From an optimization exercise on the open Yosys and OpenROAD flow, aimed at small area, a short achievable clock period and few clock cycles per item; shortcuts taken in it are not production practice. No functional check of the RTL was part of any run shown here. Power and IR drop assume default switching activity.

==> flow/design.v (outline; a module is shown in full before it is edited, if it fits) <==
// module mul_tree: 2642 lines
// module mac_pipeline: 60 lines
// module nn_accel: 388 lines
module nn_accel (
    input  logic         clk_i,
    input  logic         rst_i,
    input  logic         cmd_strobe_i,
    input  logic [31:0]  cmd_addr_i,
    output logic         mem_req_strobe_o,
    output logic         mem_req_rw_o,
    output logic [31:0]  mem_req_addr_o,
    output logic [31:0]  mem_req_wdata_o,
    input  logic         mem_rsp_ready_i,
    input  logic [127:0] mem_rsp_line_i,
    output logic         done_o,
    output logic [31:0]  class_o
);
  // ...
==> flow/run.sh <==
#!/bin/bash
# synth_recipe.tcl (not shown) runs the flow's synth.tcl, then flattens the netlist and writes it again
# the make line also repeats each setting of config.mk as NAME=value (left out here)
make -C /OpenROAD-flow-scripts/flow DESIGN_CONFIG=/design/flow/config.mk WORK_HOME=/design/flow/orfs CLKGATE_MAP_FILE= SYNTH_SCRIPT=/design/flow/synth_recipe.tcl finish
==> flow/config.mk <==
export PLATFORM = sky130hd
export DESIGN_NAME = nn_accel
export DESIGN_NICKNAME = nn_accel
export VERILOG_FILES = /design/flow/design.v
export SDC_FILE = /design/flow/constraint.sdc
export NUM_CORES = 4
export LEC_CHECK = 0
export CAP_MARGIN = 20
export CORE_MARGIN = 2
export CORE_UTILIZATION = 55
export SETUP_SLACK_MARGIN = 5
export SLEW_MARGIN = 20
==> flow/constraint.sdc <==
create_clock -name core_clock -period 12.0 [get_ports {clk_i}]
set_input_delay 2.4000 -clock core_clock [delete_from_list [all_inputs] [get_ports {clk_i}]]
set_output_delay 2.4000 -clock core_clock [all_outputs]
set_load 0.01 [all_outputs]
==> impl_metrics.toml, run 1 <==
[finish]
data_buffer_area_share = 0.0365
sequential_cell_total = 1543
final_util = 0.618
mostFrequentLayoutCell = "sky130_fd_sc_hd__edfxtp_1"
nonClockInverterCount = 456
multi_input_gates = 4710
fillerInstances = 12800
relative_area_of_clock_buffers_and_inverters_in_the_final_design = 0.0554
buffers_excl_clock = 395
final_area_um2 = 98000

[logic_synthesis]
yosys_most_used_dff = "sky130_fd_sc_hd__edfxtp_1"
combinational_family_with_the_most_area_after_synthesis = "adder cells"
synthMostInstantiatedCell = "sky130_fd_sc_hd__edfxtp_1"
synthMuxAreaShare = 0.0693
postSynthCellCount = 7211
yosys.area.top_type_share = 0.462

[min_path]
min_delay_worst_endpoint = "u_mac.s1_k[2]$_DFF_P_"
timing.hold.worst.class = "reg -> reg"

[floorplan]
core_area_um2 = 159000
die_width_um = 404

[timing]
worst_slew_pin_slew_ns = 1.18

[critical_path]
cp_max_fo = 37
stage_delay_of_the_slowest_cell_on_the_critical_path_ns = 0.65
critical_path_buf_inv_count = 4
worstSetupEndpointType = "register"

[global_routing]
grt_pass1_wl_um = 388000
global_route.usage.met2 = 0.509
first_global_vias = 59500

[routing]
routed-wl-met3_um = 22900
first_iter_violations = 6244
post_drt_wl_per_cell_um = 27.7

[pwr]
combinational_power_uw = 13000
power_spent_charging_and_discharging_nets_uw = 10600

[placement]
postPlaceCellArea_um2 = 92500

[cts]
hold_buffers = 0
root_buffer = "sky130_fd_sc_hd__clkbuf_16"
tritoncts_num_sinks = 1543

[status]
status = "finished clean"
==> inputs of run 2 (changes only) <==
==> flow/flow/run.sh (new file) <==
#!/bin/bash
set -euo pipefail
export SETUP_SLACK_MARGIN=8
bash standard.sh > standard_flow.log 2>&1
==> flow/standard.sh (new file) <==
#!/bin/bash
# synth_recipe.tcl (not shown) runs the flow's synth.tcl, then flattens the netlist and writes it again
# the make line also repeats each setting of config.mk as NAME=value (left out here)
make -C /OpenROAD-flow-scripts/flow DESIGN_CONFIG=/design/flow/config.mk WORK_HOME=/design/flow/orfs CLKGATE_MAP_FILE= SYNTH_SCRIPT=/design/flow/synth_recipe.tcl "${@:-finish}"
--- a/flow/config.mk
+++ b/flow/config.mk
@@ -8,5 +8,4 @@
 export CAP_MARGIN = 20
 export CORE_MARGIN = 2
 export CORE_UTILIZATION = 55
-export SETUP_SLACK_MARGIN = 5
 export SLEW_MARGIN = 20
removed: flow/run.sh
==> impl_metrics.toml, run 2 <==
[timing]
finalHoldViolCount = 0
fmaxAchievable_mhz = 218
max-slew-margin-rel = 0.168
final_period_minus_worst_setup_slack_ns = 4.58
timing.hold.ws_ns = 0.325
timing.final.crit_share = 0.382
slew_viol_final = 0
final.setup.tns_ns = 0
finClkSkew_ns = 0.0743
worst_slew_pin_slew_ns = 1.23
setup_viol_count_final = 0
unrepaired_setup_endpoints_after_global_routing = "yes"

[placement]
numPlacedInstances = 9167
dp_hpwl_um = 171000
place.port_buffers = 229
postPlaceCellArea_um2 = 92500
gpl.final_weighted_congestion = 0.871

[global_routing]
grt_usage = 0.349
grt_pass1_wl_um = 418000
first_global_vias = 62600
global_route.usage.met3 = 0.0884
gr-usage-met1 = 0.461
global_route.usage.met2 = 0.534
grt_antenna_before_repair = 38
maximum_number_of_pins_on_one_net_before_global_route_repair = 161
gr-max-usage-layer = "met2"
grt_overflow_total = 0

[logic_synthesis]
synth_top_cells_by_area = "sky130_fd_sc_hd__edfxtp_1 (46%), sky130_fd_sc_hd__fa_1 (9.2%), sky130_fd_sc_hd__dfxtp_1 (4.3%)"
synthSimpleGateAreaFrac = 0.0690
synth-edff-count = 1355
postSynthCellCount = 7211
synthMuxAreaShare = 0.0693
post_synth_xor_area_fraction = 0.0791
netlist_top_cells_count = "sky130_fd_sc_hd__edfxtp_1 (1,355), sky130_fd_sc_hd__nand2_1 (531), sky130_fd_sc_hd__a22oi_1 (464), sky130_fd_sc_hd__inv_1 (447)"
ys_warn_count = 4
syn-mean-instance-area_um2 = 12.2
synth.lib_cells_used.distinct = 85
yosys.area.top_type_share = 0.462
synthMostInstantiatedCell = "sky130_fd_sc_hd__edfxtp_1"
yosys_most_used_dff = "sky130_fd_sc_hd__edfxtp_1"
synth-seq-area-share = 0.505
synth_largest_area_cell = "sky130_fd_sc_hd__edfxtp_1"
synth-seq-cells = 1543
async_flop_share = 0
synth_compound_area_frac = 0.109
synthesis.area_um2 = 88100
synth_adder_area_share = 0.125
combinational_family_with_the_most_area_after_synthesis = "adder cells"

[critical_path]
arr_time_crit_path_ns = 5.14
critical_path_required_ns = 12.55
cp_max_fo = 5
critical_path_class = "reg -> reg"
critical_path.startpoint_type = "register"
worstSetupEndpointType = "register"

[routing]
post_drt_wl_per_cell_um = 29.4
drtPass1Iterations = 9
route.vias.total = 63200
detail_routed_via_count_per_cell = 6.39
antenna_left = 0
drcViolationCount = 0
drt_wl_total_um = 290000
first_iter_violations = 8175

[pwr]
power.leakage_uw = 0.0389
max_rail_drop_vdd_uv = 1070
cellPowerDensity_nw_per_um2 = 268
total_power_uw = 28900

[floorplan]
core_area_um2 = 159000
fp.dieH_um = 404
starting_density_of_the_core = 0.555
num_io_pins = 263
die_area_um2 = 163000
fp-row-count = 146
die_width_um = 404

[cts]
htreeDepth = 4
cts_buffers = 165
clock_tree_from_tritoncts = "built"
cts_max_path_buffers = 3
tritoncts_num_sinks = 1543
hold_buffers = 0
clk_latency_ns = 0.85
cts.reportedPaths.clkPinSlew_ns = 0.06
root_buffer = "sky130_fd_sc_hd__clkbuf_16"

[min_path]
timing.hold.worst.class = "reg -> reg"

[finish]
number_of_nets_in_the_layout = 8469
fin_cells = 9889
mostFrequentLayoutCell = "sky130_fd_sc_hd__edfxtp_1"
area_growth_pct = 22.4
largest_register_ffs = 384
largest_register = "slot_q"
fillerInstances = 11500
post_route_cells_drive_above_1_share = 0.207
final_area_um2 = 108000
mostFrequentLayoutCells = "sky130_fd_sc_hd__edfxtp_1 (1,355), sky130_fd_sc_hd__nand2_1 (514), sky130_fd_sc_hd__inv_1 (399)"

[status]
status = "finished clean"

[run]
maxCapViolCount = 0
[run 2: cell counts after synthesis]
No cell type changed its count.
[run 2: timing repair]
action,4_1_cts,5_1_grt
pin swaps,349,232
buffers inserted,233,94
gates resized for setup,979,279
endpoints found under the setup margin,1075,733
endpoints found under the hold margin,0,0
gates cloned,65,15
[run 2: path summary, 6_finish.rpt]
kind	from	cells past startpoint	slack, ns	endpoint
max	a_q[1]$_DFFE_PP_	21	7.42	gtok_q[1]$_SDFFCE_PP0N_
min	e0_k[2]$_DFF_P_	0	0.32	u_mac.s1_k[2]$_DFF_P_
max reg2reg	a_q[1]$_DFFE_PP_	21	7.42	gtok_q[1]$_SDFFCE_PP0N_
min reg2reg	e0_k[2]$_DFF_P_	0	0.32	u_mac.s1_k[2]$_DFF_P_
[run 2: through the flow]
step / setup WS, ns / util
after floorplan: 5.07 / -
after global placement: 5.14 / 0.582
after detailed placement: 5.07 / 0.582
final: 7.42 / 0.679
after global routing: 7.36 / 0.679
after CTS: 7.49 / 0.664
[run 2: worst max-delay path, cell delays in order (launching register included)]
cell	delay [ns]
sky130_fd_sc_hd__edfxtp_1	0.40
sky130_fd_sc_hd__inv_2	0.10
sky130_fd_sc_hd__ha_2	0.26
sky130_fd_sc_hd__nor2b_4	0.13
sky130_fd_sc_hd__or3_4	0.36
sky130_fd_sc_hd__and2_4	0.16
sky130_fd_sc_hd__ha_4	0.26
sky130_fd_sc_hd__o21ai_2	0.14
sky130_fd_sc_hd__a21oi_2	0.05
sky130_fd_sc_hd__o41a_1	0.46
sky130_fd_sc_hd__a211oi_2	0.29
sky130_fd_sc_hd__or3_4	0.22
sky130_fd_sc_hd__buf_6	0.12
sky130_fd_sc_hd__o21ai_4	0.07
sky130_fd_sc_hd__buf_12	0.17
sky130_fd_sc_hd__nor3_4	0.29
sky130_fd_sc_hd__ha_1	0.30
sky130_fd_sc_hd__inv_2	0.07
sky130_fd_sc_hd__ha_4	0.12
sky130_fd_sc_hd__xor2_2	0.15
sky130_fd_sc_hd__xnor2_1	0.13
sky130_fd_sc_hd__a21oi_1	0.06
[run 2: layer usage]
layer | part of all wire | vias up
met2 | 0.45 | 3616
li1 | - | 27000
met1 | 0.38 | 31600
met4 | 0.061 | 46
met3 | 0.10 | 915
met5 | 0.0010 | -
[run 2: cells by family (layout without fill, tap and decap cells)]
group	count (synthesis)	count (layout)
adder cells (fa/ha/maj)	635	635
flip-flops	1543	1543
buffers and inverters	986	1554
multiplexers	505	505
XOR/XNOR	795	795
other	1	35
AND/OR/NAND/NOR	1328	1332
AO/OA/AOI/OAI	1418	1418
[run 2: cell type report]
class / count / area [µm²] / area share
tap: 2072 / 2590 / 0.0240
clock buffer: 213 / 4400 / 0.0408
antenna: 6 / 15.0 / 0.000139
clock inverter: 95 / 1140 / 0.0105
multi-input combinational: 4714 / 43400 / 0.403
inverter: 456 / 1780 / 0.0165
sequential: 1543 / 44600 / 0.414
timing repair buffer: 790 / 9880 / 0.0917
[run 2: power breakdown]
part           leakage [µW]  internal, µW  switching (µW)
sequential           0.0139          7250             279
clock               0.00267          2920            2250
combinational        0.0223          6860            9380

re-timing with driven ports:
Ports are ideal in the flow. The routed layouts listed here were re-timed in OpenROAD.
Step 1 (the two cells are an assumption about what drives the block):
set clk [get_ports {clk_i}]
set_driving_cell -lib_cell sky130_fd_sc_hd__clkbuf_16 $clk
set_driving_cell -lib_cell sky130_fd_sc_hd__buf_2 [delete_from_list [all_inputs] $clk]
Step 2 moves the port delays by t, midway between the first and last clock arrival at a register: inputs arrive t later, outputs are due t later. That takes back most of the time a late clock gives input paths.
Slacks: no drivers / after step 1 / after step 2; pairs: no drivers / after step 1.
run	t, ns	setup slack, ns	cell pins on the clock port's net
run 1	0.895	5.311 / 5.311 / 5.311	1
run 2	0.905	7.416 / 7.416 / 7.200	1
After both steps every run listed still meets setup and hold. The setup slack of run 2, which loses most, moves by 0.000 ns with the drivers and by -0.216 ns with both steps.
